From an optimization exercise on the open Yosys and OpenROAD flow, aimed at small area, a short achievable clock period and few clock cycles per item; shortcuts taken in it are not production practice. Function was checked by simulation only, so behaviour that the tests miss may differ from the original.

P:
## ex_top
module ex_top
#(
  parameter int unsigned K = 12
) (
  input  logic               clk,
  input  logic               rst_n,
  input  logic               issue_valid_i,
  output logic               issue_ready_o,
  input  ex_pkg::op_field_e          issue_op_i,
  input  logic [ex_pkg::RADDR_W-1:0] issue_rd_i,
  input  logic [ex_pkg::XLEN-1:0]    issue_a_i,
  input  logic [ex_pkg::XLEN-1:0]    issue_b_i,
  output logic               wb_valid_o,
  input  logic               wb_ready_i,
  output logic [ex_pkg::RADDR_W-1:0] wb_rd_o,
  output logic               wb_we_o,
  output logic [ex_pkg::XLEN-1:0]    wb_data_o,
  output logic               wb_illegal_o,
  output logic               ovf_o,
  output logic               mul_busy_o
);
  localparam int unsigned S    = (32 + K - 1) / K;
  localparam int unsigned E    = S * K - 32;
  localparam int unsigned D    = K / 2;
  localparam int unsigned CW   = (S > 1) ? $clog2(S) : 1;
  localparam int unsigned CORR = (E == 0) ? 1 : 0;
  logic          rdy_q;      
  logic          ld_q;       
  logic          v1_q;
  logic [4:0]    rd1_q;
  logic [31:0]   a1_q;
  logic [31:0]   b1_q;
  logic          c_mul, c_mh, c_mhu, c_sum, c_sub, c_ovf, c_and, c_or, c_xor;
  logic          c_sll, c_srl, c_sra, c_slt, c_sltu, c_clr, c_ill;
  logic [D-1:0]  bo_q, bt_q, bn_q;    
  logic          cin_q;
  logic [CW-1:0] cnt_q;
  logic          first_q, last_q;     
  logic          hv_q, hwe_q, hill_q, ovf_q;
  logic [4:0]    hrd_q;
  logic [31:0]   hd_q;
  logic          sv_q, swe_q, sill_q, sf_q;
  logic [4:0]    srd_q;
  logic [31:0]   sd_q;
  logic [33:0]   hs_q, hc_q;
  logic          spec_q;
  ...
==> flow/config.mk <==
export PLATFORM = sky130hd
export DESIGN_NAME = ex_top
export DESIGN_NICKNAME = ex_top
export VERILOG_FILES = /design/flow/design.v
export SDC_FILE = /design/flow/constraint.sdc
export NUM_CORES = 4
export LEC_CHECK = 0
export CAP_MARGIN = 20
export CORE_MARGIN = 2
export CORE_UTILIZATION = 40
export CTS_BUF_LIST = sky130_fd_sc_hd__clkbuf_8
export SLEW_MARGIN = 20
==> flow/constraint.sdc <==
create_clock -name core_clock -period 13.0 [get_ports {clk}]
set_input_delay 2.6000 -clock core_clock [delete_from_list [all_inputs] [get_ports {clk}]]
set_output_delay 2.6000 -clock core_clock [all_outputs]
set_load 0.01 [all_outputs]
standard.sh (not shown) runs the stock make flow with config.mk's settings and CLKGATE_MAP_FILE= SYNTH_SCRIPT=/design/flow/synth_recipe.tcl, a recipe that flattens the netlist after the stock synthesis.
==> flow/flow/run.sh <==
#!/bin/bash
# The standard layout (standard.sh, unchanged synthesis), with timing
# repair aimed below the clock period and plain buffers on the ports.
set -e
export SETUP_SLACK_MARGIN=8
export BUFFER_PORTS_ARGS="-buffer_cell sky130_fd_sc_hd__buf_2"
bash standard.sh > standard.log 2>&1
Testbench counts of P, summed over its fixed seeds: cycles 27,123, items 16,000.
diff inputs: P => Q
# P
export LEC_CHECK = 0
export CAP_MARGIN = 20
export CORE_MARGIN = 2
export CORE_UTILIZATION = 40
export CTS_BUF_LIST = sky130_fd_sc_hd__clkbuf_8
export SLEW_MARGIN = 20
create_clock -name core_clock -period 13.0 [get_ports {clk}]
# Q
export LEC_CHECK = 0
export CAP_MARGIN = 20
export CORE_MARGIN = 2
export CORE_UTILIZATION = 40
export SLEW_MARGIN = 20
create_clock -name core_clock -period 13.0 [get_ports {clk}]
==> flow/flow/run.sh <==
#!/bin/bash
# Standard layout, with timing repair aimed below the clock period
set -e
export SETUP_SLACK_MARGIN=8
bash standard.sh > standard.log 2>&1
Findings:
Q against P: met1 wire length up 0.92%; routed wire length +0.47%; routability congestion estimate has decreased; via count went down 0.45%. [compare] base=P new=Q: worst setup slack after layout moved down; buffering overhead moved up. Compared to P, Q has buffer count excluding the clock tree in the final layout about 4% higher. | total global routing track utilization | Q vs P | ≈ equal |.
--- input diff Q..R ---
# Q
export LEC_CHECK = 0
export CAP_MARGIN = 20
export CORE_MARGIN = 2
export CORE_UTILIZATION = 40
export SLEW_MARGIN = 20
create_clock -name core_clock -period 13.0 [get_ports {clk}]
# R
export LEC_CHECK = 0
export CAP_MARGIN = 0
export CORE_MARGIN = 2
export CORE_UTILIZATION = 40
export CTS_BUF_LIST = sky130_fd_sc_hd__clkbuf_8
export SLEW_MARGIN = 0
create_clock -name core_clock -period 13.0 [get_ports {clk}]
==> flow/flow/run.sh <==
#!/bin/bash
# The standard layout (standard.sh, unchanged synthesis), with timing
# repair aimed below the clock period and plain buffers on the ports.
set -e
export SETUP_SLACK_MARGIN=8
export BUFFER_PORTS_ARGS="-buffer_cell sky130_fd_sc_hd__buf_1"
bash standard.sh > standard.log 2>&1
[summary]
Minimum setup slack after placement (R over Q): increase, 0.026 ns. Reported for R and Q, number of nets produced by synthesis turned out identical to the last digit. Of R and Q, it is R that has the lower relative area change from synthesis to final layout. On final cell area excluding filler cells, Q loses to R. Taking Q as the reference, in R average wire per standard cell -0.33 um; final cell count without fillers +27. Note that the weighted congestion at the end of routability-driven global placement recorded for R amounts to 1.06 times the value seen in Q. Register-to-register slack, R and Q: higher on Q. Looking at first-pass GRT wire length across R and Q, the one that comes out higher is R.

the baseline:
ex_top again, from the RTL that the note above started with.
Design ex_top, start of the top module:
module ex_top
#(
  parameter int unsigned K = 12
) (
  input  logic               clk,
  input  logic               rst_n,
  input  logic               issue_valid_i,
  output logic               issue_ready_o,
  input  ex_pkg::op_field_e          issue_op_i,
  input  logic [ex_pkg::RADDR_W-1:0] issue_rd_i,
  input  logic [ex_pkg::XLEN-1:0]    issue_a_i,
  input  logic [ex_pkg::XLEN-1:0]    issue_b_i,
  output logic               wb_valid_o,
  input  logic               wb_ready_i,
  output logic [ex_pkg::RADDR_W-1:0] wb_rd_o,
  output logic               wb_we_o,
  output logic [ex_pkg::XLEN-1:0]    wb_data_o,
  output logic               wb_illegal_o,
  output logic               ovf_o,
  output logic               mul_busy_o
);
export LEC_CHECK = 0
export CAP_MARGIN = 20
export CORE_MARGIN = 2
export CORE_UTILIZATION = 40
export CTS_BUF_LIST = sky130_fd_sc_hd__clkbuf_8
export SLEW_MARGIN = 20
create_clock -name core_clock -period 13.0 [get_ports {clk}]
==> flow/flow/run.sh <==
#!/bin/bash
# The standard layout (standard.sh, unchanged synthesis), with timing
# repair aimed below the clock period and plain buffers on the ports.
set -e
export SETUP_SLACK_MARGIN=9
export BUFFER_PORTS_ARGS="-buffer_cell sky130_fd_sc_hd__buf_2"
bash standard.sh > standard.log 2>&1
The baseline finished end to end and its layout was clean on timing, DRC and antenna.
Testbench counts of the baseline, summed over its fixed seeds: cycles 27,123, items 16,000.
--- input diff the baseline..the candidate ---
Settings: CORE_UTILIZATION changed from 40 to 55; PLACE_DENSITY newly set to 0.8.
==> flow/flow/run.sh <==
#!/bin/bash
# The standard layout (standard.sh, unchanged synthesis), with timing
# repair aimed below the clock period and plain buffers on the ports.
set -e
export SETUP_SLACK_MARGIN=8
export BUFFER_PORTS_ARGS="-buffer_cell sky130_fd_sc_hd__buf_2"
bash standard.sh > standard.log 2>&1
### Flow results
- The candidate finished every stage and its layout cleared the timing, DRC and antenna checks.
- Placed instance count: the candidate lower than the baseline
- Changes observed in the candidate relative to the baseline: met1 track utilization from global routing climbed 8.8 points, fraction of the cycle the final worst path needs climbed 0.50 points, non-clock buffer count dropped about 30%.
- Between the baseline and the candidate, maximum clock skew at final layout is lower for the candidate, the baseline comes in above that.
- Final antenna diode count in the candidate is 1 below the baseline.
- From the baseline to the candidate, footprint of the flip-flops and latches did not move at all.

[re-timing with driven ports]
How much do the figures lean on ideal ports? The routed layouts below were timed once more, with nothing changed but the port constraints. Step 1: set_driving_cell puts a clkbuf_16 on clk and a buf_2 on each other input, an assumption about the parent block. Step 2 also shifts input and output timing later by t, the mid clock arrival at the registers, as if the neighbouring blocks saw the same clock. Three values: no drivers, after step 1, after step 2; two values: the first two.
run | t (ns) | setup slack, ns | worst setup path after step 2 | cell pins on the clock port's net
P | 0.706 | 8.096 / 8.096 / 8.096 | register to register | 1
Q | 0.614 | 8.048 / 8.048 / 8.048 | register to register | 1
R | 0.720 | 8.000 / 8.000 / 8.000 | register to register | 1
the baseline | 0.734 | 8.108 / 8.108 / 8.108 | register to register | 1
the candidate | 0.700 | 8.043 / 8.043 / 8.043 | register to register | 1
After both steps every run listed still meets setup and hold.
